This design comes from an exercise in tuning for a short achievable clock period and few clock cycles on the open sky130 flow, not from production work.
At most, simulation tests tie the RTL to the original design; equivalence was not proved.
Only the layout flow was run in runs 1 to 4; the RTL was not checked for function there.
Power figures rest on the tool's default switching activity, not on a simulated workload.

==> flow/design.v <==
package lc3b_pkg;
    typedef logic [15:0] lc3b_word;
    typedef logic [2:0] lc3b_reg;
    typedef logic [1:0] lc3b_mem_wmask;
    typedef logic [2:0] lc3b_nzp;
    typedef enum logic [3:0] {
        op_br  = 4'b0000,
        op_add = 4'b0001,
        op_ldb = 4'b0010,
        op_stb = 4'b0011,
        op_and = 4'b0101,
        op_ldr = 4'b0110,
        op_str = 4'b0111,
        op_not = 4'b1001
    } lc3b_opcode;
    typedef enum logic [1:0] {
        alu_add,
        alu_and,
        alu_not,
        alu_pass
    } lc3b_aluop;
endpackage
module lc3b_pipeline
#(
    parameter logic [15:0] RESET_PC = 16'h0000
)
(
    input  logic        clk,
    input  logic        rst,
    output logic        imem_read,
    output logic [15:0] imem_address,
    input  logic        imem_resp,
    input  logic [15:0] imem_rdata,
    output logic        dmem_read,
    output logic        dmem_write,
    output logic [15:0] dmem_address,
    output logic [15:0] dmem_wdata,
    output logic [1:0]  dmem_byte_enable,
    input  logic        dmem_resp,
    input  logic [15:0] dmem_rdata
);
    function automatic logic [15:0] carries(input logic [15:0] a, input logic [15:0] b);
        logic [15:0] g, p;
        g = a & b;
        p = a | b;
        for (int d = 1; d < 16; d = d * 2)
        begin
            for (int i = 15; i >= d; i--)
            begin
                g[i] = g[i] | (p[i] & g[i-d]);
                p[i] = p[i] & p[i-d];
            end
        end
        carries = {g[14:0], 1'b0};
    endfunction
    function automatic logic [9:0] carries_ci9(input logic [8:0] a, input logic [8:0] b);
        logic [8:0] g, p;
        g = a & b;
        p = a | b;
        g[0] = g[0] | p[0];
        for (int d = 1; d < 9; d = d * 2)
        begin
            for (int i = 8; i >= d; i--)
            begin
                g[i] = g[i] | (p[i] & g[i-d]);
                p[i] = p[i] & p[i-d];
            end
        end
        carries_ci9 = {g, 1'b1};
    endfunction
    function automatic logic sum_zero(input logic [15:0] a, input logic [15:0] b);
        logic [15:0] t, c;
        t = a ^ b;
        c = {a[14:0] | b[14:0], 1'b0};
        sum_zero = ~|(t ^ c);
    endfunction
    function automatic logic [2:0] flags(input logic [15:0] v);
        flags = v[15] ? 3'b100 : (v == 16'h0000) ? 3'b010 : 3'b001;
    endfunction
    logic [15:0] pc_f;
    logic        ird;
    logic        d_v;
    logic [15:0] d_ir;
    logic [15:0] d_pcn;
    logic [15:0] d_imm;
    logic        d_add, d_and, d_not, d_ld, d_st, d_byte, d_br, d_wen, d_use1, d_use2, d_pred;
    logic        e_v;
    logic        e_add, e_and, e_not;
    logic [15:0] e_a, e_b, e_sd;
    logic        e_fa, e_fb, e_fsd, e_lu;
    logic        e_wen, e_load, e_store, e_byte, e_br, e_pred;
    logic [2:0]  e_dest;
    logic [2:0]  e_nzp;
    logic [15:0] e_alt;
    logic        m_wen, m_load, m_store, m_byte, m_z;
    logic [2:0]  m_dest;
    logic [15:0] m_res;
    logic [15:0] m_addr;
    logic [15:0] m_wdata;
    logic [1:0]  m_be;
    logic [15:0] rf [8];
    logic [2:0]  cc;
    logic        stall_m;
    logic [15:0] ld_data;
    logic [15:0] m_val;
    assign dmem_read        = m_load;
    assign dmem_write       = m_store;
    assign dmem_address     = m_addr;
    assign dmem_wdata       = m_wdata;
    assign dmem_byte_enable = m_be;
    assign stall_m = (m_load | m_store) & ~dmem_resp;
    assign ld_data = !m_byte ? dmem_rdata :
                     m_addr[0] ? {8'h00, dmem_rdata[15:8]} : {8'h00, dmem_rdata[7:0]};
    assign m_val   = m_load ? ld_data : m_res;
    logic [15:0] op_a, op_b, cy, t, oth, x0, x1, alu, sd;
    logic        z_e;
    logic [2:0]  cc_e;
    logic        taken_e, e_redirect, e_hold, e_take;
    assign op_a = e_a;
    assign op_b = e_b;
    assign cy   = carries(op_a, op_b);
    assign t    = op_a ^ op_b;
    assign oth  = e_and ? (op_a & op_b) : ~op_a;
    assign x0   = e_add ? t : oth;
    assign x1   = e_add ? ~t : oth;
    assign alu  = (cy & x1) | (~cy & x0);
    assign z_e  = (e_add & sum_zero(op_a, op_b)) | (e_and & ~|(op_a & op_b)) | (e_not & (&op_a));
    assign sd   = e_fsd ? ld_data : e_sd;
    assign cc_e       = m_wen ? {m_res[15], m_z, ~m_res[15] & ~m_z} : cc;
    assign taken_e    = |(e_nzp & cc_e);
    assign e_redirect = e_v & e_br & ~e_lu & (taken_e ^ e_pred);
    assign e_hold = stall_m | e_lu;
    assign e_take = ~e_hold;
    logic [2:0]  s1, s2, s3, dd;
    logic [15:0] r1, r3, ra1, ra2, ra3, b_d, tgt_d;
    logic        wl1, wl2, wl3, fa_d, fb_d, fsd_d;
    logic        d_go, d_free;
    assign s1 = d_ir[8:6];
    assign s2 = d_ir[2:0];
    assign s3 = d_ir[11:9];
    assign dd = d_ir[11:9];
    assign wl1 = m_load & (m_dest == s1);
    assign wl2 = m_load & (m_dest == s2);
    assign wl3 = m_load & (m_dest == s3);
    assign ra1 = (m_wen && m_dest == s1) ? m_res : rf[s1];
    assign ra2 = (m_wen && m_dest == s2) ? m_res : rf[s2];
    assign ra3 = (m_wen && m_dest == s3) ? m_res : rf[s3];
    assign r1  = wl1 ? ld_data : ra1;
    assign r3  = wl3 ? ld_data : ra3;
    assign b_d = (d_use2 & wl2) ? ld_data : d_use2 ? ra2 : d_imm;
    assign tgt_d  = d_pcn + {{6{d_ir[8]}}, d_ir[8:0], 1'b0};
    assign fa_d   = e_wen & (e_dest == s1);
    assign fb_d   = d_use2 & e_wen & (e_dest == s2);
    assign fsd_d  = e_wen & (e_dest == s3);
    assign d_go   = d_v & e_take;
    assign d_free = ~d_v | e_take;
    logic [3:0]  f_op;
    logic [15:0] pcn_f, f_next;
    logic [8:0]  t_f;
    logic [9:0]  cy_f;
    logic [5:0]  hi_f, hi_inc, hi_dec;
    logic [8:0]  lo0_f, lo1_f;
    logic [15:0] pc_alt;
    logic        pred_f, f_take;
    assign imem_read    = ird;
    assign imem_address = pc_f;
    assign f_op         = imem_rdata[15:12];
    assign pcn_f        = pc_f + 16'd2;
    assign cy_f         = carries_ci9(pc_f[9:1], imem_rdata[8:0]);
    assign t_f          = pc_f[9:1] ^ imem_rdata[8:0];
    assign hi_inc       = pc_f[15:10] + 6'd1;
    assign hi_dec       = pc_f[15:10] - 6'd1;
    assign hi_f         = ~pred_f ? pcn_f[15:10] :
                          (cy_f[9] & ~imem_rdata[8]) ? hi_inc :
                          (~cy_f[9] & imem_rdata[8]) ? hi_dec : pc_f[15:10];
    assign lo0_f        = pred_f ? t_f : pcn_f[9:1];
    assign lo1_f        = pred_f ? ~t_f : pcn_f[9:1];
    assign f_next       = {hi_f, (cy_f[8:0] & lo1_f) | (~cy_f[8:0] & lo0_f), pc_f[0]};
    assign pc_alt       = e_redirect ? e_alt : pc_f;
    assign pred_f       = (f_op == 4'b0000) & (imem_rdata[11:9] != 3'b000) &
                          (imem_rdata[8] | (imem_rdata[11:9] == 3'b111));
    assign f_take       = imem_resp & d_free & ~e_redirect;
    always_ff @(posedge clk)
    begin
        if (rst)
        begin
            pc_f <= RESET_PC;
            d_v  <= 1'b0;
        end
        else
        begin
            pc_f <= f_take ? f_next : pc_alt;
            if (d_free | e_redirect)
                d_v <= f_take;
        end
    end
    always_ff @(posedge clk)
    begin
        ird <= ~rst;
    end
    always_ff @(posedge clk)
    begin
        if (d_free)
        begin
            d_ir   <= imem_rdata;
            d_pcn  <= pcn_f;
            d_pred <= pred_f;
            d_add  <= (f_op == 4'b0001) | (f_op == 4'b0110) | (f_op == 4'b0010) |
                      (f_op == 4'b0111) | (f_op == 4'b0011);
            d_and  <= (f_op == 4'b0101);
            d_not  <= (f_op == 4'b1001);
            d_ld   <= (f_op == 4'b0110) | (f_op == 4'b0010);
            d_st   <= (f_op == 4'b0111) | (f_op == 4'b0011);
            d_byte <= (f_op == 4'b0010) | (f_op == 4'b0011);
            d_br   <= (f_op == 4'b0000);
            d_wen  <= (f_op == 4'b0001) | (f_op == 4'b0101) | (f_op == 4'b1001) |
                      (f_op == 4'b0110) | (f_op == 4'b0010);
            d_use1 <= (f_op == 4'b0001) | (f_op == 4'b0101) | (f_op == 4'b1001) |
                      (f_op == 4'b0110) | (f_op == 4'b0010) | (f_op == 4'b0111) | (f_op == 4'b0011);
            d_use2 <= ((f_op == 4'b0001) | (f_op == 4'b0101)) & ~imem_rdata[5];
            if ((f_op == 4'b0001) | (f_op == 4'b0101))
                d_imm <= {{11{imem_rdata[4]}}, imem_rdata[4:0]};
            else if ((f_op == 4'b0110) | (f_op == 4'b0111))
                d_imm <= {{9{imem_rdata[5]}}, imem_rdata[5:0], 1'b0};
            else
                d_imm <= {{10{imem_rdata[5]}}, imem_rdata[5:0]};
        end
    end
    always_ff @(posedge clk)
    begin
        if (rst)
        begin
            e_v     <= 1'b0;
            e_wen   <= 1'b0;
            e_load  <= 1'b0;
            e_store <= 1'b0;
            e_br    <= 1'b0;
            e_lu    <= 1'b0;
        end
        else if (e_take)
        begin
            if (d_v & ~e_redirect)
            begin
                e_v     <= 1'b1;
                e_wen   <= d_wen;
                e_load  <= d_ld;
                e_store <= d_st;
                e_br    <= d_br;
                e_lu    <= e_v & e_load &
                           ((d_use1 & (e_dest == s1)) | (d_use2 & (e_dest == s2)) | d_br);
            end
            else
            begin
                e_v     <= 1'b0;
                e_wen   <= 1'b0;
                e_load  <= 1'b0;
                e_store <= 1'b0;
                e_br    <= 1'b0;
                e_lu    <= 1'b0;
            end
        end
        else if (!stall_m)
        begin
            e_lu <= 1'b0;
        end
    end
    always_ff @(posedge clk)
    begin
        if (e_take)
        begin
            e_add  <= d_add;
            e_and  <= d_and;
            e_not  <= d_not;
            e_a    <= fa_d ? alu : r1;
            e_b    <= fb_d ? alu : b_d;
            e_sd   <= fsd_d ? alu : r3;
            e_fa   <= fa_d & e_load;
            e_fb   <= fb_d & e_load;
            e_fsd  <= fsd_d & e_load;
            e_byte <= d_byte;
            e_dest <= dd;
            e_nzp  <= d_ir[11:9];
            e_pred <= d_pred;
            e_alt  <= d_pred ? d_pcn : tgt_d;
        end
        else if (!stall_m)
        begin
            if (e_fa)  e_a  <= ld_data;
            if (e_fb)  e_b  <= ld_data;
            if (e_fsd) e_sd <= ld_data;
            e_fa  <= 1'b0;
            e_fb  <= 1'b0;
            e_fsd <= 1'b0;
        end
    end
    always_ff @(posedge clk)
    begin
        if (rst)
        begin
            m_wen   <= 1'b0;
            m_load  <= 1'b0;
            m_store <= 1'b0;
        end
        else if (!stall_m)
        begin
            m_wen   <= e_wen & ~e_lu;
            m_load  <= e_load & ~e_lu;
            m_store <= e_store & ~e_lu;
        end
    end
    always_ff @(posedge clk)
    begin
        if (!stall_m)
        begin
            m_byte  <= e_byte;
            m_dest  <= e_dest;
            m_wdata <= e_byte ? {sd[7:0], sd[7:0]} : sd;
            m_be    <= e_byte ? ((op_a[0] ^ op_b[0]) ? 2'b10 : 2'b01) : 2'b11;
        end
        if (!stall_m & (e_load | e_store))
            m_addr <= alu;
    end
    always_ff @(posedge clk)
    begin
        m_res <= alu;
        m_z   <= z_e;
    end
    always_ff @(posedge clk)
    begin
        if (rst)
        begin
            for (int i = 0; i < 8; i++)
                rf[i] <= 16'h0000;
            cc <= 3'b000;
        end
        else if (m_wen)
        begin
            rf[m_dest] <= m_val;
            cc         <= m_load ? flags(ld_data) : {m_res[15], m_z, ~m_res[15] & ~m_z};
        end
    end
endmodule
==> flow/flow/run.sh <==
#!/bin/bash
# Standard layout; ports buffered with buf_4 instead of the smallest buffer.
set -euo pipefail
bash standard.sh "BUFFER_PORTS_ARGS=-buffer_cell sky130_fd_sc_hd__buf_4" finish > make_finish.log 2>&1
==> flow/standard.sh <==
#!/bin/bash
# synth_recipe.tcl (not shown) runs the flow's synth.tcl, then flattens the netlist and writes it again
# the make line also repeats each setting of config.mk as NAME=value (left out here)
make -C /OpenROAD-flow-scripts/flow DESIGN_CONFIG=/design/flow/config.mk WORK_HOME=/design/flow/orfs CLKGATE_MAP_FILE= SYNTH_SCRIPT=/design/flow/synth_recipe.tcl "${@:-finish}"
==> flow/config.mk <==
export PLATFORM = sky130hd
export DESIGN_NAME = lc3b_pipeline
export DESIGN_NICKNAME = lc3b_pipeline
export VERILOG_FILES = /design/flow/design.v
export SDC_FILE = /design/flow/constraint.sdc
export NUM_CORES = 4
export LEC_CHECK = 0
export ABC_CLOCK_PERIOD_IN_PS = 2000
export CAP_MARGIN = 20
export CORE_MARGIN = 2
export CORE_UTILIZATION = 40
export SETUP_SLACK_MARGIN = 2.5
export SLEW_MARGIN = 20
==> flow/constraint.sdc <==
create_clock -name core_clock -period 4.5 [get_ports {clk}]
set_input_delay 0.9000 -clock core_clock [delete_from_list [all_inputs] [get_ports {clk}]]
set_output_delay 0.9000 -clock core_clock [all_outputs]
set_load 0.01 [all_outputs]
==> reports/results.md, run 1 <==
| Metric | Value |
|:---|:---|
| Run status | finished clean |
| Deepest clock path buffer count | 3 |
| Number of top-level design ports | 89 |
| Path type of the worst min-delay path | reg -> reg |
| Slew Viols, Final | 0 |
| Final #Nets | 2166 |
| CTS Root Cell | clkbuf_16 |
| Unrepaired setup endpoints after global routing | yes |
| Critical path's largest stage delay | 0.26 ns |
| Via Count | 16500 |
| PwrDens | 342 nW/um^2 |
| Vias in the first global route | 16200 |
| Global Route Usage Sum | 26.3% |
| Wire length reported by the detailed router | 68.9 mm |
| Critical path launch point type | input pin |
| Fraction of layout cells with a size suffix above 1 | 42.7% |
| Number of DRC markers in iteration 0 | 2025 |
| Final setup viols | 0 |
| Critical path cell sequence | buf_8, ha_4, o21bai_4, a221oi_4, o21ai_2, a21oi_2, o21ba_4, o21bai_1, ha_2, inv_4, buf_12, ha_4, a21o_1, a21oi_2, o21bai_1, a21oi_1, xnor2_1, a22oi_1, o22ai_1 |
| Clock latency on the worst-skew pair | 0.55 ns |
| Clock sink count | 343 |
| Critical Path Fanout Max | 5 |
| Post-Synthesis Mean Instance Area | 11.2 um^2 |
| Distinct cell type count of the synthesized netlist | 76 |
| Sequential share of the synthesized area | 48.7% |
| First-pass GRT wire length | 101 mm |
| Proportion of synthesized flip-flops having asynchronous set or reset | 0% |
| Slew margin rel. | 43.3% |
| Peak supply drop | 0.000230 V |
| Number of flops mapped to enable cells by yosys | 287 |
| Commonest non-fill, non-tap cells in the layout | 287 x edfxtp_1, 241 x nor2_1, 237 x buf_4 |
| Area overhead of the layout relative to synthesis | 36.5% |
| Clock transition at the register clock pins on the worst setup and hold paths after CTS | 0.06 ns |
| Most common cell after layout, fill and taps aside | edfxtp_1 |
| Height of the chip | 228 um |
| Detail Placement HPWL | 43.9 mm |
| Largest net degree at the start of global routing | 66 |
| Initial core utilization | 40.7% |
| Layout filler cell count | 3963 |
| Port Buffers | 88 |
| Critical path required time | 4.91 ns |
| Final clock period utilization by the worst path | 71.8% |
| Number of levels the H-tree was split into | 2 |
| Max-cap violation count | 0 |
| Remaining routing DRC violations | 0 |
| Post-synthesis cell area | 20000 um^2 |
| Standard-cell rows | 81 |
| Worst setup slack after layout | 1.27 ns |
| Final Hold Violating Endpoints | 0 |
| Syn Inst Count | 1782 |
| TritonCTS clock tree | built |
| Count of antenna-violating nets left after detailed routing | 0 |
| Total area of sequential cells | 9820 um^2 |
| Least-Margin Pin Slew | 0.841 ns |
| Placeable core area | 49200 um^2 |
| GR Overflow Total | 0 |
| Worst path slowest cell | a221oi_4 |
| Placement-stage worst setup slack | 0.376 ns |
| #FFs+latches synth | 343 |
| Antenna violations before repair | 0 |
| Fmax | 310 MHz |
| Wire length per cell after detailed routing | 25.0 um |
| Arrival @ worst endpoint | 3.64 ns |
| CP Capture Type | register |
| Antenna fix cells | 0 |
| Area used by multi-input combinational logic | 11900 um^2 |
| Pleak | 10.3 nW |
| Weighted congestion at the end of routability-driven global placement | 0.995 |
| Sum of negative setup slack | 0 ns |
| Die ar. | 51800 um^2 |
| Syn nets | 1888 |
| Vias per cell | 6.00 |
| Number of warnings printed during yosys synthesis | 1 |
| Most used DFF post-synth | edfxtp_1 |
| Total clock buffers created by CTS | 37 |
| Min Tclk post-route | 3.23 ns |
| Setup skew after layout | 0.0240 ns |
| Number of hold buffers added after CTS | 0 |
| First-pass DRT Iterations | 6 |
| Horiz. Die Dim | 228 um |
| Start-to-end type of the worst setup path | in -> reg |
through the flow:
step	total power, mW	hold WS [ns]	instance area (um^2)	utilization (%)	instances
2_1_floorplan	4.98	0.400	21100	-	1782
3_3_place_gp	5.50	0.405	22100	45.0	2463
3_5_place_dp	5.52	0.405	22100	45.0	2463
4_1_cts	9.11	0.419	26200	53.3	2704
5_1_grt	9.63	0.427	27300	55.5	2752
6_report	9.35	0.420	27300	55.5	2752
per-layer routing:
| layer | global-route usage, % | share of wire, % | wire [um] | vias to the layer above |
|---|---|---|---|---|
| li1 | - | - | - | 7255 |
| met1 | 34.6 | 40 | 27700 | 8237 |
| met2 | 43.8 | 48 | 33100 | 820 |
| met3 | 3.97 | 7.4 | 5120 | 187 |
| met4 | 10.8 | 4.3 | 2980 | 0 |
| met5 | 0 | 0 | 0 | - |
report_power, final:
group | internal, mW | switching, mW
logic | 1.04 | 1.19
clock network | 1.89 | 1.30
registers | 3.70 | 0.230
total | 6.63 | 2.72
area by class of cell:
type | instances | share of cell area [%]
Multi-Input combinational cell | 1251 | 43.5
Sequential cell | 343 | 36.0
Timing Repair Buffer | 333 | 11.5
Clock buffer | 47 | 3.72
Tap cell | 664 | 3.04
Inverter | 94 | 1.45
Clock inverter | 20 | 0.862
flip-flops by register name, summed over array words and instances (netlist names), 3 cells and up, named ones only:
register / flops
d_ir: 12
e_b: 16
e_alt: 16
e_a: 16
d_imm: 7
m_dest: 3
e_sd: 16
cc: 3
m_res: 16
pc_f: 16
m_wdata: 16
d_pcn: 16
e_dest: 3
m_addr: 16
rf: 128
repair_timing:
item	in CTS	in global routing
pin swaps	136	87
gates resized for setup	338	148
hold endpoints to repair	0	0
cloned	13	2
setup endpoints to repair	380	285
setup buffers	161	46
worst max-delay path: cells and delay by family:
family,cells,cell delay (ns)
compound gates,12,1.80
fa+ha+maj,3,0.53
buf+inv,3,0.33
xor+xnor,1,0.08
path summary, 6_finish.rpt:
check | startpoint | end | slack, ns | depth (start not counted)
max | imem_rdata[1] | pc_f[15]$_SDFFE_PP0P_ | 1.27 | 19
min | d_and$_DFFE_PN_ | e_and$_DFFE_PP_ | 0.42 | 0
max reg2reg | pc_f[1]$_SDFFE_PP0P_ | pc_f[14]$_SDFFE_PP0P_ | 1.29 | 18
min reg2reg | d_and$_DFFE_PN_ | e_and$_DFFE_PP_ | 0.42 | 0
synth_stat cells (all sizes together) (8+ instances only):
library cell	n	share of area, %
o21ai	83	2.1
o22ai	18	0.56
mux2	27	1.5
a21oi	131	3.3
xor2	41	1.8
xnor2	43	1.9
nor2	268	5.0
a221oi	21	0.92
edfxtp	287	43
nor2b	10	0.31
a211oi	18	0.68
nand4	15	0.47
mux2i	76	3.8
inv	93	1.7
a21o	11	0.41
a22oi	11	0.41
clkbuf	63	1.2
nand2b	8	0.25
nand2	110	2.1
o211ai	17	0.64
nor4	14	0.47
mux4	96	11
ha	68	4.3
a31oi	10	0.31
nor3	27	0.68
buf	43	1.1
dfxtp	56	5.6
nand3	23	0.58
cell families (layout without fill, tap and decap cells):
group / Yosys count / after routing / synth area share, %
buffers and inverters: 200 / 494 / 4.06
AO/OA/AOI/OAI: 378 / 380 / 11.9
multiplexers: 199 / 199 / 16.1
XOR/XNOR: 84 / 84 / 3.68
flip-flops: 343 / 343 / 48.7
AND/OR/NAND/NOR: 508 / 518 / 11.1
adder cells (fa/ha/maj): 70 / 70 / 4.45
==> run 2, diff against run 1 <==
--- a/flow/design.v
+++ b/flow/design.v
@@ -87,6 +87,7 @@
     logic        e_v;
     logic        e_add, e_and, e_not;
     logic [15:0] e_a, e_b, e_sd;
+    logic [15:0] e_a_sh, e_b_sh;
     logic        e_fa, e_fb, e_fsd, e_lu;
     logic        e_wen, e_load, e_store, e_byte, e_br, e_pred;
     logic [2:0]  e_dest;
@@ -134,6 +135,7 @@
     logic [2:0]  s1, s2, s3, dd;
     logic [15:0] r1, r3, ra1, ra2, ra3, b_d, tgt_d;
     logic        wl1, wl2, wl3, fa_d, fb_d, fsd_d;
+    logic [15:0] a_d, b_dn;
     logic        d_go, d_free;
     assign s1 = d_ir[8:6];
     assign s2 = d_ir[2:0];
@@ -152,6 +154,8 @@
     assign fa_d   = e_wen & (e_dest == s1);
     assign fb_d   = d_use2 & e_wen & (e_dest == s2);
     assign fsd_d  = e_wen & (e_dest == s3);
+    assign a_d    = fa_d ? alu : r1;
+    assign b_dn   = fb_d ? alu : b_d;
     assign d_go   = d_v & e_take;
     assign d_free = ~d_v | e_take;
     logic [3:0]  f_op;
@@ -271,8 +275,8 @@
             e_add  <= d_add;
             e_and  <= d_and;
             e_not  <= d_not;
-            e_a    <= fa_d ? alu : r1;
-            e_b    <= fb_d ? alu : b_d;
+            e_a_sh <= a_d;
+            e_b_sh <= b_dn;
             e_sd   <= fsd_d ? alu : r3;
             e_fa   <= fa_d & e_load;
             e_fb   <= fb_d & e_load;
@@ -285,8 +289,6 @@
         end
         else if (!stall_m)
         begin
-            if (e_fa)  e_a  <= ld_data;
-            if (e_fb)  e_b  <= ld_data;
             if (e_fsd) e_sd <= ld_data;
             e_fa  <= 1'b0;
             e_fb  <= 1'b0;
@@ -295,6 +297,11 @@
     end
     always_ff @(posedge clk)
     begin
+        e_a <= e_take ? a_d  : (~stall_m & e_fa) ? ld_data : e_a_sh;
+        e_b <= e_take ? b_dn : (~stall_m & e_fb) ? ld_data : e_b_sh;
+    end
+    always_ff @(posedge clk)
+    begin
         if (rst)
         begin
             m_wen   <= 1'b0;
==> flow/flow/run.sh (replaced) <==
#!/bin/bash
# Standard layout; ports buffered with buf_4 instead of the smallest buffer,
# and the resizer free to change a cell's footprint.
set -euo pipefail
bash standard.sh "BUFFER_PORTS_ARGS=-buffer_cell sky130_fd_sc_hd__buf_4" MATCH_CELL_FOOTPRINT=0 finish > make_finish.log 2>&1
==> reports/results.md, run 2 <==
| Metric | Value |
|:---|:---|
| Run status | finished clean |
| Area used by multi-input combinational logic | 13100 um^2 |
| Clock latency on the worst-skew pair | 0.59 ns |
| Most common cell after layout, fill and taps aside | edfxtp_1 |
| Worst setup slack after layout | 1.34 ns |
| Commonest non-fill, non-tap cells in the layout | 287 x edfxtp_1, 247 x nor2_1, 240 x buf_4 |
| Final setup viols | 0 |
| Detail Placement HPWL | 48.0 mm |
| Critical Path Fanout Max | 5 |
| Number of warnings printed during yosys synthesis | 1 |
| Placement-stage worst setup slack | 0.456 ns |
| CP Capture Type | register |
| Peak supply drop | 0.000263 V |
| Placed cell areas | 23800 um^2 |
| PwrDens | 340 nW/um^2 |
| Worst hold slack after final layout | 0.422 ns |
| Horiz. Die Dim | 237 um |
| Syn nets | 2092 |
| Syn Inst Count | 1986 |
| Wire length per cell after detailed routing | 24.9 um |
| Post-synthesis cell area | 21600 um^2 |
| Deepest clock path buffer count | 3 |
| Final clock period utilization by the worst path | 70.3% |
| Post-synthesis share of cell area spent on and, or, nand and nor gates | 13.0% |
| Main combinational cell family by area after synthesis | multiplexers |
| Register containing the most flip-flops in the final layout | rf |
| Setup skew after layout | 0.0214 ns |
| Slew Viols, Final | 0 |
| Antenna violations before repair | 0 |
| Arrival @ worst endpoint | 3.63 ns |
| Count of antenna-violating nets left after detailed routing | 0 |
| Worst path slowest cell | a2111o_1 |
| Library cell with the highest instance count after synthesis | edfxtp_1 |
| Final #Nets | 2424 |
| Met2 track demand over resource in global routing | 45.0% |
| Largest net degree at the start of global routing | 61 |
| CP delay by family, top | compound AO/OA/AOI/OAI gates |
| RR Startpoint | pc_f[3]$_SDFFE_PP0P_ |
| Standard-cell rows | 85 |
| Remaining routing DRC violations | 0 |
| Total clock buffers created by CTS | 43 |
| Vias in the first global route | 18100 |
| Least-Margin Pin Slew | 0.957 ns |
| Sequential share of the synthesized area | 48.0% |
| Cell with the most instances on the worst path | ha_4 |
| Wire length reported by the detailed router | 76.0 mm |
| First-pass DRT Iterations | 5 |
| Endpoint of the worst hold-timing path | e_not$_DFFE_PP_ |
| Met3 routing resource usage after global routing | 3.60% |
| Startpoint of the tightest hold check path | d_not$_DFFE_PN_ |
| Adder-cell share of the synthesized area | 4.12% |
| Post-Synthesis Mean Instance Area | 10.9 um^2 |
| Cell taking the most area after synthesis | edfxtp_1 |
| Number of flip-flops under the largest register name | 128 |
| Global Route Usage Sum | 26.7% |
| Final Hold Violating Endpoints | 0 |
| Weighted congestion at the end of routability-driven global placement | 0.920 |
| Die ar. | 56000 um^2 |
| CTS Root Cell | clkbuf_16 |
| Port Buffers | 88 |
| Max-cap violation count | 0 |
| Layout filler cell count | 4255 |
| GR Overflow Total | 0 |
| Count of cells along the worst register-to-register path | 18 |
| Placeable core area | 53700 um^2 |
| Path type of the worst min-delay path | reg -> reg |
| Worst hold stages | 0 |
| Number of top-level design ports | 89 |
| Xor/xnor cell area share of the yosys netlist | 2.95% |
| Number of DRC markers in iteration 0 | 1952 |
| Number of flops mapped to enable cells by yosys | 287 |
| GRT busiest layer | met2 |
| Clock sink count | 375 |
| Area of all placed cells without fillers | 30300 um^2 |
| Most used DFF post-synth | edfxtp_1 |
| Min Tclk post-route | 3.16 ns |
| Area share of the leading cell type in the synthesized netlist | 39.8% |
| Slew margin rel. | 35.8% |
| Start-to-end type of the worst setup path | in -> reg |
| Area overhead of the layout relative to synthesis | 40.0% |
| Via Count | 18300 |
| Endpoint of the worst-slack reg-to-reg timing path | pc_f[14]$_SDFFE_PP0P_ |
| Distinct cell type count of the synthesized netlist | 84 |
| Total chip power | 10.3 mW |
| Complex-gate fraction of the synthesized area | 13.6% |
| Sum of negative setup slack | 0 ns |
| Unrepaired setup endpoints after global routing | yes |
| Fraction of layout cells with a size suffix above 1 | 44.0% |
| Fmax | 316 MHz |
| Vias per cell | 5.99 |
| Ranking of synthesized cells by area | edfxtp_1 40%, mux4_2 10%, dfxtp_1 8.1% |
| Total area of sequential cells | 10500 um^2 |
| Initial core utilization | 40.3% |
| Number of levels the H-tree was split into | 2 |
| First-pass GRT wire length | 113 mm |
| Met1 Use GR | 34.5% |
| Pleak | 11.5 nW |
| Height of the chip | 237 um |
| Worst-case register-to-register setup slack | 1.37 ns |
| Commonest cells post-synth | 287 x edfxtp_1, 271 x nor2_1, 140 x nand2_1, 133 x a21oi_1, 96 x mux4_2 |
| Clock transition at the register clock pins on the worst setup and hold paths after CTS | 0.06 ns |
| Mux cell area share after synthesis | 14.6% |
| Number of hold buffers added after CTS | 0 |
| TritonCTS clock tree | built |
| Antenna fix cells | 0 |
| Critical path cell sequence | buf_8, ha_4, o21bai_4, a2111o_1, a21oi_4, o31ai_4, a21o_1, ha_4, clkinv_4, ha_4, a21o_1, a21oi_2, o21bai_1, a21oi_1, xnor2_1, o311ai_1, a21oi_1 |
| Critical path launch point type | input pin |
| Count of buffering cells on the critical path with inverters included | 2 |
| Proportion of synthesized flip-flops having asynchronous set or reset | 0% |
| Critical path required time | 4.96 ns |
| #FFs+latches synth | 375 |
| Critical path's largest stage delay | 0.43 ns |
## run 2: cell count changes after synthesis, sizes merged, moves of 7 or more
cell    previous run  this run
a211oi            18        48
nand2b             8        23
o221ai             3        12
o21a               5        14
nand3             23        32
clkbuf            63        71
dfxtp             56        88
o21ai             83       102
a21o              11        21
nor2b             10        28
nand2            110       142
o31ai              6        14
and3               2         9
a22oi             11         1
## run 2: worst max-delay path by stage
stage / from / endpoint / slack (ns) / cells after the start
after floorplan: imem_rdata[1] / pc_f[15]$_SDFFE_PP0P_ / 0.88 / 16
after global placement: imem_rdata[1] / pc_f[15]$_SDFFE_PP0P_ / 0.50 / 18
after detailed placement: imem_rdata[1] / pc_f[15]$_SDFFE_PP0P_ / 0.46 / 18
after CTS: imem_rdata[2] / pc_f[15]$_SDFFE_PP0P_ / 1.29 / 17
after global routing: pc_f[3]$_SDFFE_PP0P_ / pc_f[14]$_SDFFE_PP0P_ / 1.18 / 18
final: imem_rdata[1] / pc_f[15]$_SDFFE_PP0P_ / 1.34 / 17
## run 2: per-stage QoR
| step | utilization, % | cells |
|---|---|---|
| after floorplan | - | 1986 |
| after global placement | 44.3 | 2696 |
| after detailed placement | 44.3 | 2696 |
| after CTS | 54.4 | 2995 |
| after global routing | 56.4 | 3049 |
| final | 56.4 | 3049 |
## run 2: area by class of cell
cell class,instances,share of cell area [%]
repair inverters,1,0.0372
clock buffers,55,3.93
multi-input cells,1409,43.3
well taps,696,2.87
inverters,91,1.34
clock inverters,25,0.867
repair buffers,397,13.0
flip-flops and latches,375,34.7
## run 2: per-layer routing
layer  share of wire [%]  vias to the layer above  routed length (um)
met2                  49                      865               37300
li1                    -                     8120                   -
met3                 6.8                      187                5170
met5                   0                        -                   0
met1                  40                     9087               30100
met4                 4.6                        0                3500
## run 2: logic make-up (layout without fill, tap and decap cells)
group | after synthesis | in the layout
AO/OA/AOI/OAI | 455 | 455
buffers and inverters | 204 | 569
multiplexers | 193 | 193
flip-flops | 375 | 375
XOR/XNOR | 73 | 73
adder cells (fa/ha/maj) | 70 | 70
AND/OR/NAND/NOR | 616 | 618
## run 2: repair_timing
action	in CTS	in global routing
setup endpoints to repair	438	321
endpoints found under the hold margin	0	0
pin swaps	171	105
cloned	9	0
buffers inserted	210	54
gates resized for setup	489	143
## run 2: power breakdown
part,internal (mW),switching (mW)
Clock,2.16,1.51
Sequential,4.00,0.213
Combinational,1.14,1.28
Total,7.30,3.00
## run 2: worst register-to-register path, delay by kind of cell (launching register included)
| family | cells | cell delay (ns) |
|---|---|---|
| AO/OA/AOI/OAI | 6 | 1.00 |
| AND/OR/NAND/NOR | 4 | 0.43 |
| buffers and inverters | 4 | 0.38 |
| adder cells (fa/ha/maj) | 3 | 0.69 |
| flip-flops | 1 | 0.39 |
| XOR/XNOR | 1 | 0.15 |
==> run 3, diff against run 2 <==
--- a/flow/design.v
+++ b/flow/design.v
@@ -68,6 +68,24 @@
         end
         carries_ci9 = {g, 1'b1};
     endfunction
+    function automatic logic [5:0] inc6(input logic [5:0] x);
+        logic c;
+        c = 1'b1;
+        for (int i = 0; i < 6; i++)
+        begin
+            inc6[i] = x[i] ^ c;
+            c = c & x[i];
+        end
+    endfunction
+    function automatic logic [5:0] dec6(input logic [5:0] x);
+        logic b;
+        b = 1'b1;
+        for (int i = 0; i < 6; i++)
+        begin
+            dec6[i] = x[i] ^ b;
+            b = b & ~x[i];
+        end
+    endfunction
     function automatic logic sum_zero(input logic [15:0] a, input logic [15:0] b);
         logic [15:0] t, c;
         t = a ^ b;
@@ -172,8 +190,8 @@
     assign pcn_f        = pc_f + 16'd2;
     assign cy_f         = carries_ci9(pc_f[9:1], imem_rdata[8:0]);
     assign t_f          = pc_f[9:1] ^ imem_rdata[8:0];
-    assign hi_inc       = pc_f[15:10] + 6'd1;
-    assign hi_dec       = pc_f[15:10] - 6'd1;
+    assign hi_inc       = inc6(pc_f[15:10]);
+    assign hi_dec       = dec6(pc_f[15:10]);
     assign hi_f         = ~pred_f ? pcn_f[15:10] :
                           (cy_f[9] & ~imem_rdata[8]) ? hi_inc :
                           (~cy_f[9] & imem_rdata[8]) ? hi_dec : pc_f[15:10];
==> reports/results.md, run 3 <==
| Metric | Value |
|:---|:---|
| Min Tclk post-route | 2.80 ns |
| Weighted congestion at the end of routability-driven global placement | 0.914 |
| Horiz. Die Dim | 236 um |
| Pleak | 11.1 nW |
| Clock latency on the worst-skew pair | 0.58 ns |
| Number of DRC markers in iteration 0 | 2000 |
| Antenna fix cells | 0 |
| Number of flip-flops under the largest register name | 128 |
| TritonCTS clock tree | built |
| Vias per cell | 6.10 |
| #FFs+latches synth | 375 |
| Startpoint of the tightest hold check path | d_pcn[0]$_DFFE_PN_ |
| Number of top-level design ports | 89 |
| Critical path required time | 4.97 ns |
| Commonest non-fill, non-tap cells in the layout | 287 x edfxtp_1, 268 x nor2_1, 196 x buf_4 |
| Final #Nets | 2373 |
| Wire length reported by the detailed router | 75.8 mm |
| Global Route Usage Sum | 26.5% |
| Most common cell after layout, fill and taps aside | edfxtp_1 |
| Total clock buffers created by CTS | 42 |
| PwrDens | 336 nW/um^2 |
| Final setup viols | 0 |
| Standard-cell rows | 85 |
| Die ar. | 55900 um^2 |
| Worst hold slack after final layout | 0.423 ns |
| Critical path launch point type | input pin |
| Wire length per cell after detailed routing | 25.3 um |
| Clock sink count | 375 |
| Number of hold buffers added after CTS | 0 |
| Syn Inst Count | 1996 |
| Area overhead of the layout relative to synthesis | 36.7% |
| Library cell with the highest instance count after synthesis | nor2_1 |
| Arrival @ worst endpoint | 3.27 ns |
| Detail Placement HPWL | 48.7 mm |
| Sum of negative setup slack | 0 ns |
| Commonest cells post-synth | 297 x nor2_1, 287 x edfxtp_1, 152 x nand2_1, 115 x a21oi_1, 96 x mux4_2 |
| GR Overflow Total | 0 |
| Slew margin rel. | 27.9% |
| Clock transition at the register clock pins on the worst setup and hold paths after CTS | 0.06 ns |
| Number of flops mapped to enable cells by yosys | 287 |
| Peak supply drop | 0.000253 V |
| Area share of the leading cell type in the synthesized netlist | 39.9% |
| Via Count | 18300 |
| Count of antenna-violating nets left after detailed routing | 0 |
| First-pass DRT Iterations | 8 |
| Placed cell areas | 23600 um^2 |
| Antenna violations before repair | 2 |
| Sequential share of the synthesized area | 48.0% |
| Start-to-end type of the worst setup path | in -> reg |
| Number of levels the H-tree was split into | 2 |
| Max-cap violation count | 0 |
| Path type of the worst min-delay path | reg -> reg |
| Largest net degree at the start of global routing | 125 |
| Proportion of synthesized flip-flops having asynchronous set or reset | 0% |
| Slew Viols, Final | 0 |
| Critical Path Fanout Max | 4 |
| Setup skew after layout | 0.0311 ns |
| CP Capture Type | register |
| Placeable core area | 53600 um^2 |
| Height of the chip | 236 um |
| Worst Setup SP | imem_rdata[1] |
| CTS Root Cell | clkbuf_16 |
| Number of warnings printed during yosys synthesis | 1 |
| Least-Margin Pin Slew | 1.08 ns |
| Unrepaired setup endpoints after global routing | yes |
| Final Hold Violating Endpoints | 0 |
| Worst-case register-to-register setup slack | 1.72 ns |
| Fraction of layout cells with a size suffix above 1 | 40.0% |
| Area of all placed cells without fillers | 29500 um^2 |
| Ranking of synthesized cells by area | edfxtp_1 40%, mux4_2 10%, dfxtp_1 8.2% |
| Run status | finished clean |
| Syn nets | 2098 |
| Post-synthesis cell area | 21600 um^2 |
| First-pass GRT wire length | 113 mm |
| Total chip power | 9.92 mW |
| Distinct cell type count of the synthesized netlist | 85 |
| Final clock period utilization by the worst path | 62.3% |
| Remaining routing DRC violations | 0 |
| Post-Synthesis Mean Instance Area | 10.8 um^2 |
| Register containing the most flip-flops in the final layout | rf |
| Most used DFF post-synth | edfxtp_1 |
| Deepest clock path buffer count | 3 |
| Layout filler cell count | 4381 |
| Initial core utilization | 40.3% |
| Fmax | 357 MHz |
| Cell taking the most area after synthesis | edfxtp_1 |
| RR Startpoint | pc_f[2]$_SDFFE_PP0P_ |
| Port Buffers | 88 |
| Vias in the first global route | 17700 |
[run 3: cell count changes after synthesis, moves of 8 or more]
cell,change
a21oi_1,-18
a31oi_1,+11
buf_2,-17
clkbuf_1,+21
nand2_1,+12
nor2_1,+26
nor2b_1,-12
o21ai_0,-15
o21ai_1,+17
o31ai_1,-8
[run 3: path summary, 6_finish.rpt]
path / endpoint / cells past startpoint
setup / recovery: pc_f[11]$_SDFFE_PP0P_ / 18
hold / removal: e_alt[0]$_DFFE_PP_ / 0
setup reg to reg: pc_f[11]$_SDFFE_PP0P_ / 17
hold reg to reg: e_alt[0]$_DFFE_PP_ / 0
[run 3: cell families (layout without fill, tap and decap cells)]
kind of cell | count (synthesis) | count (layout) | share of synthesized area (%)
adder cells (fa/ha/maj) | 66 | 66 | 3.86
multiplexers | 196 | 196 | 14.9
AND/OR/NAND/NOR | 621 | 626 | 12.6
flip-flops | 375 | 375 | 48.0
buffers and inverters | 214 | 517 | 3.91
AO/OA/AOI/OAI | 450 | 450 | 13.6
XOR/XNOR | 74 | 74 | 3.00
[run 3: timing repair]
action                     4_1_cts  5_1_grt
pin swaps                      129       73
setup endpoints to repair      478      300
buffers inserted               179       41
resized for setup              414      172
cloned                          11        2
[run 3: layout make-up]
| class | count | area (um^2) | share of cell area, % |
|---|---|---|---|
| repair inverters | 3 | 28.8 | 0.0974 |
| clock inverters | 22 | 165 | 0.559 |
| flip-flops and latches | 375 | 10500 | 35.5 |
| well taps | 696 | 871 | 2.95 |
| repair buffers | 342 | 3490 | 11.8 |
| clock buffers | 55 | 1150 | 3.90 |
| inverters | 95 | 462 | 1.56 |
| multi-input cells | 1412 | 12900 | 43.7 |
[run 3: critical path, cell delays in order]
cell and delay (ns):
buf_8 0.09, inv_4 0.04, ha_4 0.16, o21bai_4 0.16, a21oi_4 0.08, o21ai_2 0.16, a21oi_2 0.10, nor2_1 0.15
nor2_1 0.07, o21bai_1 0.20, ha_2 0.26, xor2_1 0.15, a21oi_1 0.08, o22ai_1 0.21, a22oi_1 0.11, nor2_1 0.10
a21oi_1 0.05, a211oi_1 0.20
[run 3: layer usage]
metal	vias to the layer above	part of all wire, %	track usage [%]	wire length, um
li1	8025	-	-	-
met1	9131	39	34.6	29600
met2	946	49	44.7	37200
met3	211	7.6	3.38	5780
met4	0	4.3	10.9	3290
met5	-	0	0	0
[run 3: power breakdown]
| part | total, mW | switching (mW) | internal [mW] |
|---|---|---|---|
| clock | 3.38 | 1.46 | 1.92 |
| combinational | 2.32 | 1.25 | 1.07 |
| sequential | 4.21 | 0.224 | 3.99 |
| total | 9.92 | 2.93 | 6.98 |
[run 3: through the flow]
stage	instances	utilization, %	setup slack, ns
final	3000	55.1	1.70
after global placement	2690	44.0	1.07
after floorplan	1996	-	1.41
after CTS	2957	52.9	1.86
after detailed placement	2690	44.0	1.03
after global routing	3000	55.1	1.53
==> run 4, diff against run 3 <==
--- a/flow/design.v
+++ b/flow/design.v
@@ -100,12 +100,15 @@
     logic        d_v;
     logic [15:0] d_ir;
     logic [15:0] d_pcn;
+    logic [15:0] d_tgt;
+    logic        d_cross;
     logic [15:0] d_imm;
     logic        d_add, d_and, d_not, d_ld, d_st, d_byte, d_br, d_wen, d_use1, d_use2, d_pred;
     logic        e_v;
     logic        e_add, e_and, e_not;
     logic [15:0] e_a, e_b, e_sd;
     logic [15:0] e_a_sh, e_b_sh;
+    logic [15:0] hold_a, hold_b, ya0, ya1, yb0, yb1;
     logic        e_fa, e_fb, e_fsd, e_lu;
     logic        e_wen, e_load, e_store, e_byte, e_br, e_pred;
     logic [2:0]  e_dest;
@@ -151,7 +154,8 @@
     assign e_hold = stall_m | e_lu;
     assign e_take = ~e_hold;
     logic [2:0]  s1, s2, s3, dd;
-    logic [15:0] r1, r3, ra1, ra2, ra3, b_d, tgt_d;
+    logic [15:0] r1, r3, ra1, ra2, ra3, b_d;
+    logic        d_redirect;
     logic        wl1, wl2, wl3, fa_d, fb_d, fsd_d;
     logic [15:0] a_d, b_dn;
     logic        d_go, d_free;
@@ -168,7 +172,7 @@
     assign r1  = wl1 ? ld_data : ra1;
     assign r3  = wl3 ? ld_data : ra3;
     assign b_d = (d_use2 & wl2) ? ld_data : d_use2 ? ra2 : d_imm;
-    assign tgt_d  = d_pcn + {{6{d_ir[8]}}, d_ir[8:0], 1'b0};
+    assign d_redirect = d_v & d_cross & ~e_redirect;
     assign fa_d   = e_wen & (e_dest == s1);
     assign fb_d   = d_use2 & e_wen & (e_dest == s2);
     assign fsd_d  = e_wen & (e_dest == s3);
@@ -181,6 +185,8 @@
     logic [8:0]  t_f;
     logic [9:0]  cy_f;
     logic [5:0]  hi_f, hi_inc, hi_dec;
+    logic [15:0] tgt_f;
+    logic        cross_f;
     logic [8:0]  lo0_f, lo1_f;
     logic [15:0] pc_alt;
     logic        pred_f, f_take;
@@ -190,18 +196,19 @@
     assign pcn_f        = pc_f + 16'd2;
     assign cy_f         = carries_ci9(pc_f[9:1], imem_rdata[8:0]);
     assign t_f          = pc_f[9:1] ^ imem_rdata[8:0];
+    assign cross_f      = cy_f[9] ^ imem_rdata[8];
     assign hi_inc       = inc6(pc_f[15:10]);
     assign hi_dec       = dec6(pc_f[15:10]);
-    assign hi_f         = ~pred_f ? pcn_f[15:10] :
-                          (cy_f[9] & ~imem_rdata[8]) ? hi_inc :
-                          (~cy_f[9] & imem_rdata[8]) ? hi_dec : pc_f[15:10];
+    assign hi_f         = ~cross_f ? pc_f[15:10] : cy_f[9] ? hi_inc : hi_dec;
+    assign tgt_f        = {hi_f, t_f ^ cy_f[8:0], pc_f[0]};
     assign lo0_f        = pred_f ? t_f : pcn_f[9:1];
     assign lo1_f        = pred_f ? ~t_f : pcn_f[9:1];
-    assign f_next       = {hi_f, (cy_f[8:0] & lo1_f) | (~cy_f[8:0] & lo0_f), pc_f[0]};
-    assign pc_alt       = e_redirect ? e_alt : pc_f;
+    assign f_next       = {pred_f ? pc_f[15:10] : pcn_f[15:10],
+                           (cy_f[8:0] & lo1_f) | (~cy_f[8:0] & lo0_f), pc_f[0]};
+    assign pc_alt       = e_redirect ? e_alt : d_redirect ? d_tgt : pc_f;
     assign pred_f       = (f_op == 4'b0000) & (imem_rdata[11:9] != 3'b000) &
                           (imem_rdata[8] | (imem_rdata[11:9] == 3'b111));
-    assign f_take       = imem_resp & d_free & ~e_redirect;
+    assign f_take       = imem_resp & d_free & ~e_redirect & ~d_redirect;
     always_ff @(posedge clk)
     begin
         if (rst)
@@ -226,6 +233,8 @@
         begin
             d_ir   <= imem_rdata;
             d_pcn  <= pcn_f;
+            d_tgt  <= tgt_f;
+            d_cross <= pred_f & cross_f;
             d_pred <= pred_f;
             d_add  <= (f_op == 4'b0001) | (f_op == 4'b0110) | (f_op == 4'b0010) |
                       (f_op == 4'b0111) | (f_op == 4'b0011);
@@ -303,7 +312,7 @@
             e_dest <= dd;
             e_nzp  <= d_ir[11:9];
             e_pred <= d_pred;
-            e_alt  <= d_pred ? d_pcn : tgt_d;
+            e_alt  <= d_pred ? d_pcn : d_tgt;
         end
         else if (!stall_m)
         begin
@@ -313,10 +322,16 @@
             e_fsd <= 1'b0;
         end
     end
+    assign hold_a = (~stall_m & e_fa) ? ld_data : e_a_sh;
+    assign hold_b = (~stall_m & e_fb) ? ld_data : e_b_sh;
+    assign ya0    = e_take ? (fa_d ? x0 : r1)  : hold_a;
+    assign ya1    = e_take ? (fa_d ? x1 : r1)  : hold_a;
+    assign yb0    = e_take ? (fb_d ? x0 : b_d) : hold_b;
+    assign yb1    = e_take ? (fb_d ? x1 : b_d) : hold_b;
     always_ff @(posedge clk)
     begin
-        e_a <= e_take ? a_d  : (~stall_m & e_fa) ? ld_data : e_a_sh;
-        e_b <= e_take ? b_dn : (~stall_m & e_fb) ? ld_data : e_b_sh;
+        e_a <= (cy & ya1) | (~cy & ya0);
+        e_b <= (cy & yb1) | (~cy & yb0);
     end
     always_ff @(posedge clk)
     begin
==> reports/results.md, run 4 <==
| Metric | Value |
|:---|:---|
| Most used DFF post-synth | edfxtp_1 |
| Number of top-level design ports | 89 |
| Worst hold stages | 0 |
| Total clock buffers created by CTS | 43 |
| Antenna violations before repair | 0 |
| Initial core utilization | 40.7% |
| Final clock period utilization by the worst path | 56.7% |
| Number of flip-flops under the largest register name | 128 |
| Commonest non-fill, non-tap cells in the layout | 300 x edfxtp_1, 248 x nor2_1, 191 x buf_4 |
| Count of cells along the worst register-to-register path | 12 |
| Remaining routing DRC violations | 0 |
| RR Startpoint | e_a[1]$_DFF_P_ |
| Path type of the worst min-delay path | reg -> reg |
| Count of antenna-violating nets left after detailed routing | 0 |
| Deepest clock path buffer count | 3 |
| Number of hold buffers added after CTS | 0 |
| Final #Nets | 2299 |
| Proportion of synthesized flip-flops having asynchronous set or reset | 0% |
| Unrepaired setup endpoints after global routing | yes |
| Post-Synthesis Mean Instance Area | 11.3 um^2 |
| Slew Viols, Final | 0 |
| CTS Root Cell | clkbuf_16 |
| Fraction of layout cells with a size suffix above 1 | 43.2% |
| Setup skew after layout | 0.0172 ns |
| Via Count | 18000 |
| Startpoint of the tightest hold check path | d_add$_DFFE_PN_ |
| Most common cell after layout, fill and taps aside | edfxtp_1 |
| Peak supply drop | 0.000263 V |
| Number of warnings printed during yosys synthesis | 1 |
| Detail Placement HPWL | 48.3 mm |
| Cell taking the most area after synthesis | edfxtp_1 |
| Pleak | 11.2 nW |
| Wire length per cell after detailed routing | 25.9 um |
| Die ar. | 56800 um^2 |
| Worst hold slack after final layout | 0.420 ns |
| Placeable core area | 54000 um^2 |
| Critical path required time | 4.82 ns |
| Global Route Usage Sum | 26.2% |
| Largest net degree at the start of global routing | 62 |
| GR Overflow Total | 0 |
| PwrDens | 349 nW/um^2 |
| Endpoint of the worst hold-timing path | e_add$_DFFE_PP_ |
| Critical path launch point type | register |
| Start-to-end type of the worst setup path | reg -> reg |
| Height of the chip | 238 um |
| Arrival @ worst endpoint | 2.87 ns |
| CP Capture Type | register |
| Number of levels the H-tree was split into | 2 |
| Weighted congestion at the end of routability-driven global placement | 0.914 |
| Port Buffers | 88 |
| Clock transition at the register clock pins on the worst setup and hold paths after CTS | 0.06 ns |
| Clock sink count | 388 |
| Run status | finished clean |
| Syn nets | 2029 |
| Ranking of synthesized cells by area | edfxtp_1 41%, mux4_2 9.8%, dfxtp_1 8.0% |
| Endpoint of the worst-slack reg-to-reg timing path | e_sd[15]$_DFFE_PP_ |
| Vias in the first global route | 17200 |
| Horiz. Die Dim | 238 um |
| Fmax | 392 MHz |
| Syn Inst Count | 1942 |
| Final setup viols | 0 |
| Distinct cell type count of the synthesized netlist | 94 |
| Worst-case register-to-register setup slack | 1.95 ns |
| Area overhead of the layout relative to synthesis | 35.5% |
| Critical Path Fanout Max | 4 |
| Commonest cells post-synth | 300 x edfxtp_1, 263 x nor2_1, 145 x nand2_1, 112 x a21oi_1, 96 x mux4_2 |
| Standard-cell rows | 85 |
| Wire length reported by the detailed router | 76.3 mm |
| Final Hold Violating Endpoints | 0 |
| Number of flops mapped to enable cells by yosys | 300 |
| Sum of negative setup slack | 0 ns |
| Final Core Density | 55.1% |
| Antenna fix cells | 0 |
| Sequential share of the synthesized area | 49.0% |
| Max-cap violation count | 0 |
| Vias per cell | 6.11 |
| Min Tclk post-route | 2.55 ns |
| TritonCTS clock tree | built |
| Total chip power | 10.4 mW |
| Number of DRC markers in iteration 0 | 1676 |
| First-pass GRT wire length | 112 mm |
| Least-Margin Pin Slew | 0.837 ns |
| Library cell with the highest instance count after synthesis | edfxtp_1 |
| Register containing the most flip-flops in the final layout | rf |
| Area share of the leading cell type in the synthesized netlist | 41.0% |
| Post-synthesis cell area | 22000 um^2 |
| Clock latency on the worst-skew pair | 0.58 ns |
| First-pass DRT Iterations | 7 |
| Slew margin rel. | 42.6% |
| #FFs+latches synth | 388 |
## run 4: per-stage QoR
stage	setup WS, ns	std cells	instance area, um^2
3_5_place_dp	1.28	2627	23900
5_1_grt	1.89	2939	29800
4_1_cts	2.08	2883	28500
3_3_place_gp	1.34	2626	23900
6_report	1.95	2939	29800
2_1_floorplan	1.93	1942	23000
## run 4: worst max-delay path by stage
stage,endpoint,from,depth (start not counted)
floorplan,d_tgt[15]$_DFFE_PN_,imem_rdata[1],8
global placement,e_sd[15]$_DFFE_PP_,dmem_resp,9
detailed placement,e_sd[15]$_DFFE_PP_,dmem_resp,9
CTS,e_sd[14]$_DFFE_PP_,e_a[1]$_DFF_P_,10
global route,e_sd[14]$_DFFE_PP_,e_b[1]$_DFF_P_,10
finish,e_sd[15]$_DFFE_PP_,e_a[1]$_DFF_P_,12
## run 4: logic make-up after synthesis
| family | after synthesis | share of synthesized area (%) |
|---|---|---|
| DFF | 388 | 49.0 |
| adders and majority gates | 51 | 2.94 |
| AOI/OAI and AO/OA | 413 | 12.9 |
| and+or+nand+nor | 586 | 12.1 |
| buffers and inverters | 213 | 4.18 |
| muxes | 223 | 16.2 |
| xor gates and xnor gates | 68 | 2.71 |
## run 4: what timing repair did
item | 4_1_cts | 5_1_grt
resized for setup | 399 | 168
pin swaps | 111 | 75
gates cloned | 15 | 2
setup endpoints to repair | 554 | 349
setup buffers | 165 | 54
## run 4: worst max-delay path: stages (launching register included)
cell	delay [ns]
dfxtp_2	0.35
inv_2	0.05
ha_4	0.15
nand2b_4	0.15
a211o_4	0.35
buf_4	0.14
buf_6	0.11
a21boi_4	0.22
o21ai_2	0.08
mux2i_1	0.13
o211ai_1	0.25
buf_4	0.25
a21oi_2	0.06
## run 4: cell type report
cell class | instances | area (um^2)
clock buffers | 60 | 1220
clock inverters | 16 | 135
fillers | 4423 | 24200
inverters | 86 | 430
multi-input cells | 1349 | 12800
flip-flops and latches | 388 | 10900
well taps | 696 | 871
repair buffers | 342 | 3430
repair inverters | 2 | 18.8
## run 4: routing by layer
metal  wire (um)  GRT usage [%]  vias to the layer above
met3        5680           4.21                      210
met4        3950           11.8                        0
li1            -              -                     7841
met1       30500           34.5                     8993
met5           0              0                        -
met2       36100           42.7                      919
## run 4: power by group
part           switching [mW]  internal [mW]  total [mW]  leakage [nW]
Sequential              0.265           4.20        4.46          3.95
Combinational            1.29           1.13        2.42          6.57
Clock                    1.49           2.02        3.50         0.666
==> run 5, diff against run 4 <==
--- a/flow/design.v
+++ b/flow/design.v
@@ -108,7 +108,6 @@
     logic        e_add, e_and, e_not;
     logic [15:0] e_a, e_b, e_sd;
     logic [15:0] e_a_sh, e_b_sh;
-    logic [15:0] hold_a, hold_b, ya0, ya1, yb0, yb1;
     logic        e_fa, e_fb, e_fsd, e_lu;
     logic        e_wen, e_load, e_store, e_byte, e_br, e_pred;
     logic [2:0]  e_dest;
@@ -322,16 +321,10 @@
             e_fsd <= 1'b0;
         end
     end
-    assign hold_a = (~stall_m & e_fa) ? ld_data : e_a_sh;
-    assign hold_b = (~stall_m & e_fb) ? ld_data : e_b_sh;
-    assign ya0    = e_take ? (fa_d ? x0 : r1)  : hold_a;
-    assign ya1    = e_take ? (fa_d ? x1 : r1)  : hold_a;
-    assign yb0    = e_take ? (fb_d ? x0 : b_d) : hold_b;
-    assign yb1    = e_take ? (fb_d ? x1 : b_d) : hold_b;
     always_ff @(posedge clk)
     begin
-        e_a <= (cy & ya1) | (~cy & ya0);
-        e_b <= (cy & yb1) | (~cy & yb0);
+        e_a <= e_take ? a_d  : (~stall_m & e_fa) ? ld_data : e_a_sh;
+        e_b <= e_take ? b_dn : (~stall_m & e_fb) ? ld_data : e_b_sh;
     end
     always_ff @(posedge clk)
     begin
--- a/flow/config.mk
+++ b/flow/config.mk
@@ -8,6 +8,8 @@
 export ABC_CLOCK_PERIOD_IN_PS = 2000
 export CAP_MARGIN = 20
 export CORE_MARGIN = 2
-export CORE_UTILIZATION = 40
+export CORE_UTILIZATION = 55
+export PLACE_DENSITY = 0.65
 export SETUP_SLACK_MARGIN = 2.5
 export SLEW_MARGIN = 20
+export TNS_END_PERCENT = 100
==> reports/results.md, run 5 <==
| Metric | Value |
|:---|:---|
| Run status | finished clean |
| Final cell count without fillers | 2836 |
| Deepest clock path buffer count | 3 |
| Fraction of layout cells with a size suffix above 1 | 45.0% |
| Syn nets | 2042 |
| Sequential share of the synthesized area | 49.7% |
| Count of buffering cells on the critical path with inverters included | 2 |
| Number of DRC markers in iteration 0 | 2498 |
| Critical path's largest stage delay | 0.46 ns |
| Least-Margin Pin Slew | 0.947 ns |
| Arrival @ worst endpoint | 2.82 ns |
| TritonCTS clock tree | built |
| PwrDens | 341 nW/um^2 |
| Library cell with the highest instance count after synthesis | edfxtp_1 |
| #FFs+latches synth | 388 |
| Number of flops mapped to enable cells by yosys | 300 |
| Number of warnings printed during yosys synthesis | 1 |
| Area overhead of the layout relative to synthesis | 38.0% |
| Count of cells along the worst register-to-register path | 10 |
| Syn Inst Count | 1955 |
| Worst setup slack after layout | 1.99 ns |
| Number of top-level design ports | 89 |
| CTS Root Cell | clkbuf_16 |
| Critical path launch point type | register |
| Most used DFF post-synth | edfxtp_1 |
| Clock latency on the worst-skew pair | 0.58 ns |
| Remaining routing DRC violations | 0 |
| Area share of the leading cell type in the synthesized netlist | 41.6% |
| Die ar. | 41000 um^2 |
| Weighted congestion at the end of routability-driven global placement | 0.931 |
| Min Tclk post-route | 2.51 ns |
| Number of hold buffers added after CTS | 0 |
| Final setup viols | 0 |
| Antenna fix cells | 0 |
| Post-Synthesis Mean Instance Area | 11.1 um^2 |
| Critical path cell sequence | inv_4, ha_4, and2b_4, nor3_4, a211oi_4, o21ai_1, or4b_1, o211ai_1, clkbuf_16, a221oi_2 |
| Pleak | 11.4 nW |
| Standard-cell rows | 72 |
| Count of placed standard cells including taps | 2472 |
| Cell taking the most area after synthesis | edfxtp_1 |
| Height of the chip | 203 um |
| Wire length per cell after detailed routing | 27.7 um |
| Global Route Usage Sum | 37.1% |
| Slew margin rel. | 36.8% |
| Unrepaired setup endpoints after global routing | yes |
| Wire length reported by the detailed router | 78.7 mm |
| Final Hold Violating Endpoints | 0 |
| First-pass DRT Iterations | 7 |
| Largest net degree at the start of global routing | 59 |
| Commonest non-fill, non-tap cells in the layout | 300 x edfxtp_1, 265 x nor2_1, 261 x buf_4 |
| Most common cell after layout, fill and taps aside | edfxtp_1 |
| Initial core utilization | 56.0% |
| Via Count | 18900 |
| Vias in the first global route | 17900 |
| GR Overflow Total | 0 |
| Number of levels the H-tree was split into | 2 |
| Start-to-end type of the worst setup path | reg -> reg |
| Register containing the most flip-flops in the final layout | rf |
| Ranking of synthesized cells by area | edfxtp_1 42%, mux4_2 10%, dfxtp_1 8.1% |
| Worst path slowest cell | or4b_1 |
| Count of antenna-violating nets left after detailed routing | 0 |
| CP delay by family, top | simple AND/OR/NAND/NOR gates |
| Critical path required time | 4.81 ns |
| Critical Path Fanout Max | 6 |
| Port Buffers | 88 |
| Fmax | 399 MHz |
| Number of flip-flops under the largest register name | 128 |
| Sum of negative setup slack | 0 ns |
| Detail Placement HPWL | 47.2 mm |
| Clock transition at the register clock pins on the worst setup and hold paths after CTS | 0.06 ns |
| Slew Viols, Final | 0 |
| CP Capture Type | register |
| Distinct cell type count of the synthesized netlist | 83 |
| Peak supply drop | 0.000343 V |
| Path type of the worst min-delay path | reg -> reg |
| Commonest cells post-synth | 300 x edfxtp_1, 283 x nor2_1, 138 x nand2_1, 113 x a21oi_1, 98 x inv_1 |
| Horiz. Die Dim | 203 um |
| Clock sink count | 388 |
| Setup skew after layout | 0.0237 ns |
| Placeable core area | 38700 um^2 |
| Vias per cell | 6.66 |
| Proportion of synthesized flip-flops having asynchronous set or reset | 0% |
| Final #Nets | 2372 |
| Placement-stage worst setup slack | 1.13 ns |
| Total clock buffers created by CTS | 42 |
| Logic depth of the worst path, buffers included | 10 |
| Worst hold stages | 0 |
| Antenna violations before repair | 0 |
| Final clock period utilization by the worst path | 55.7% |
| Layout filler cell count | 2381 |
| First-pass GRT wire length | 113 mm |
| Total chip power | 10.2 mW |
| Max-cap violation count | 0 |
| Post-synthesis cell area | 21700 um^2 |
run 5: cell count changes in the layout (fill, tap and decap cells not counted), sizes merged, moves of 8 or more:
cell	delta
nor2	+17
a211oi	+8
buf	+55
inv	+20
a221oi	+11
mux2	-10
o311ai	-8
run 5: timing repair:
item,4_1_cts,5_1_grt
gates resized for setup,476,175
buffers inserted,171,97
endpoints found under the hold margin,0,0
pin swaps,113,96
endpoints found under the setup margin,402,335
gates cloned,14,5
run 5: cell type report:
cell class,instances,area (um^2),share of cell area (%)
clock inverter,20,156,0.523
clock buffer,57,1150,3.84
tap,518,648,2.17
timing repair inverter,6,57.6,0.192
inverter,100,492,1.64
multi-input combinational,1347,12600,42.2
timing repair buffer,400,3870,13.0
sequential,388,10900,36.4
run 5: cells by family (layout without fill, tap and decap cells):
group                      after synthesis  count (layout)  share of synthesized area (%)
DFF                                    388             388                           49.7
buffers and inverters                  226             583                           4.21
xor gates and xnor gates                68              68                           2.75
muxes                                  217             217                           15.8
and+or+nand+nor                        595             600                           12.2
AOI/OAI and AO/OA                      410             411                           12.4
adders and majority gates               51              51                           2.98
run 5: path summary, 6_finish.rpt:
path                         start                 end  slack (ns)
setup / recovery    e_a[4]$_DFF_P_  e_sd[11]$_DFFE_PP_        1.99
hold / removal    d_byte$_DFFE_PN_    e_byte$_DFFE_PP_        0.44
setup reg to reg    e_a[4]$_DFF_P_  e_sd[11]$_DFFE_PP_        1.99
hold reg to reg   d_byte$_DFFE_PN_    e_byte$_DFFE_PP_        0.44
run 5: worst register-to-register path, delay by kind of cell, from the launching register on:
family / cells / cell delay, ns
AO/OA/AOI/OAI: 4 / 0.55
flip-flops: 1 / 0.37
buffers and inverters: 2 / 0.30
adder cells (fa/ha/maj): 1 / 0.14
AND/OR/NAND/NOR: 3 / 0.91
run 5: power by group:
part	internal (mW)	switching, mW
logic	1.13	1.30
registers	4.15	0.253
clock network	1.91	1.45
total	7.19	3.00
run 5: through the flow:
| stage | area (um^2) | util, % | hold slack, ns |
|---|---|---|---|
| floorplan | 22600 | - | 0.400 |
| global placement | 23400 | 60.3 | 0.408 |
| detailed placement | 23400 | 60.3 | 0.411 |
| CTS | 28300 | 73.0 | 0.437 |
| global route | 29900 | 77.2 | 0.459 |
| finish | 29900 | 77.2 | 0.436 |
run 5: layer usage:
metal	part of all wire [%]	vias to the layer above	routed length (um)	global-route usage [%]
li1	-	7983	-	-
met5	0	-	0	0
met4	6.1	0	4810	19.0
met2	46	1341	35900	57.4
met3	12	308	9220	7.70
met1	37	9246	28800	49.8
Testbench counts of run 5, summed over its fixed seeds: cycles 72,892.
==> run 6, diff against run 5 <==
--- a/flow/config.mk
+++ b/flow/config.mk
@@ -8,8 +8,6 @@
 export ABC_CLOCK_PERIOD_IN_PS = 2000
 export CAP_MARGIN = 20
 export CORE_MARGIN = 2
-export CORE_UTILIZATION = 55
-export PLACE_DENSITY = 0.65
+export CORE_UTILIZATION = 40
 export SETUP_SLACK_MARGIN = 2.5
 export SLEW_MARGIN = 20
-export TNS_END_PERCENT = 100
==> reports/results.md, run 6 <==
| Metric | Value |
|:---|:---|
| Syn Inst Count | 1955 |
| Path type of the worst min-delay path | reg -> reg |
| Vias in the first global route | 17700 |
| Clock sink count | 388 |
| Wire length reported by the detailed router | 82.0 mm |
| Detail Placement HPWL | 49.4 mm |
| Critical path launch point type | register |
| Fmax | 397 MHz |
| Fraction of power consumed by sequential logic | 41.6% |
| Remaining routing DRC violations | 0 |
| Weighted congestion at the end of routability-driven global placement | 0.930 |
| Global Route Usage Sum | 27.4% |
| Count of buffering cells on the critical path with inverters included | 2 |
| Sum of negative setup slack | 0 ns |
| Pleak | 11.8 nW |
| #FFs+latches synth | 388 |
| Critical path required time | 4.81 ns |
| Number of warnings printed during yosys synthesis | 1 |
| Final Hold Violating Endpoints | 0 |
| Logic pwr share | 22.6% |
| P_sw | 3.05 mW |
| Total clock buffers created by CTS | 44 |
| Max-cap violation count | 0 |
| Die ar. | 56100 um^2 |
| Number of hold buffers added after CTS | 0 |
| Deepest clock path buffer count | 3 |
| Largest net degree at the start of global routing | 59 |
| Total chip power | 10.6 mW |
| Worst setup slack after layout | 1.98 ns |
| Height of the chip | 237 um |
| Area share of the leading cell type in the synthesized netlist | 41.6% |
| Number of flip-flops under the largest register name | 128 |
| PwrDens | 342 nW/um^2 |
| Critical Path Fanout Max | 5 |
| Setup skew after layout | 0.0164 ns |
| Number of top-level design ports | 89 |
| Start-to-end type of the worst setup path | reg -> reg |
| Horiz. Die Dim | 237 um |
| Run status | finished clean |
| Arrival @ worst endpoint | 2.83 ns |
| Slew margin rel. | 34.9% |
| Cell with the most instances on the worst path | nand2_1 |
| Number of levels the H-tree was split into | 2 |
| Layout filler cell count | 4166 |
| Critical path's largest stage delay | 0.48 ns |
| Area overhead of the layout relative to synthesis | 42.6% |
| Number of flops mapped to enable cells by yosys | 300 |
| Library cell with the highest instance count after synthesis | edfxtp_1 |
| Cell taking the most area after synthesis | edfxtp_1 |
run 6: cell counts after synthesis:
Identical to the previous run, type by type.
run 6: power by group through the flow:
| stage | registers (mW) | clock network, mW | logic [mW] |
|---|---|---|---|
| 5_1_grt | 4.42 | 3.93 | 2.50 |
| 6_report | 4.40 | 3.79 | 2.39 |
| 4_1_cts | 4.37 | 3.79 | 2.01 |
| 3_5_place_dp | 4.46 | 0 | 1.55 |
| 3_3_place_gp | 4.45 | 0 | 1.53 |
| 2_1_floorplan | 4.36 | 0 | 1.06 |
run 6: what timing repair did:
action,in CTS,in global routing
gates resized for setup,435,275
endpoints found under the setup margin,417,319
buffers inserted,164,131
gates cloned,17,7
pin swaps,117,136
run 6: worst paths after layout:
check,startpoint,end,slack [ns],cells past startpoint
setup / recovery,e_b[4]$_DFF_P_,e_sd[5]$_DFFE_PP_,1.98,10
hold / removal,d_byte$_DFFE_PN_,e_byte$_DFFE_PP_,0.42,0
setup reg to reg,e_b[4]$_DFF_P_,e_sd[5]$_DFFE_PP_,1.98,10
hold reg to reg,d_byte$_DFFE_PN_,e_byte$_DFFE_PP_,0.42,0
run 6: metrics by stage:
step | utilization (%) | instances | cell area, um^2
global route | 57.6 | 3051 | 30900
finish | 57.6 | 3051 | 30900
CTS | 53.1 | 2913 | 28500
detailed placement | 44.0 | 2652 | 23600
floorplan | - | 1955 | 22600
global placement | 44.0 | 2652 | 23600
run 6: layout make-up:
type | instances | area, um^2 | area share, %
Timing Repair inverter | 6 | 57.6 | 0.186
Clock inverter | 22 | 293 | 0.947
Clock buffer | 58 | 1180 | 3.83
Inverter | 100 | 495 | 1.60
Multi-Input combinational cell | 1348 | 12700 | 41.0
Timing Repair Buffer | 433 | 4450 | 14.4
Tap cell | 696 | 871 | 2.82
Sequential cell | 388 | 10900 | 35.2
run 6: cells by family after synthesis:
family	count (synthesis)	synth area share, %
AND/OR/NAND/NOR	595	12.2
AO/OA/AOI/OAI	410	12.4
flip-flops	388	49.7
buffers and inverters	226	4.21
multiplexers	217	15.8
XOR/XNOR	68	2.75
adder cells (fa/ha/maj)	51	2.98
run 6: routing by layer:
layer / routed length [um] / track usage (%) / part of all wire, % / vias up
li1: - / - / - / 8073
met1: 31200 / 35.9 / 38 / 9317
met2: 38600 / 43.8 / 47 / 1145
met3: 7750 / 4.84 / 9.4 / 274
met4: 4570 / 13.7 / 5.6 / 0
met5: 0 / 0 / 0 / -

-- separate check: timing with driven ports --
In the flow no input, the clock included, has a driving cell. The finished layouts below were timed again as built, in two steps. Step 1: set_driving_cell puts a clkbuf_16 on clk and a buf_2 on each other input, an assumption about the parent block. Step 2 times the ports against the registers' clock, not the clock port: input delays grow and output delays shrink by t, the midpoint of the rising clock arrivals with the driver on. a / b / c = no drivers / after step 1 / after step 2; a / b = the first two.
run	t, ns	slack for setup (ns)
run 1	0.594	1.270 / 1.283 / 0.689
run 2	0.643	1.338 / 1.361 / 0.718
run 3	0.631	1.696 / 1.709 / 1.077
run 4	0.621	1.948 / 1.948 / 1.709
run 5	0.623	1.993 / 1.993 / 1.645
run 6	0.633	1.981 / 1.981 / 1.583
After both steps setup and hold are still met in every run listed.
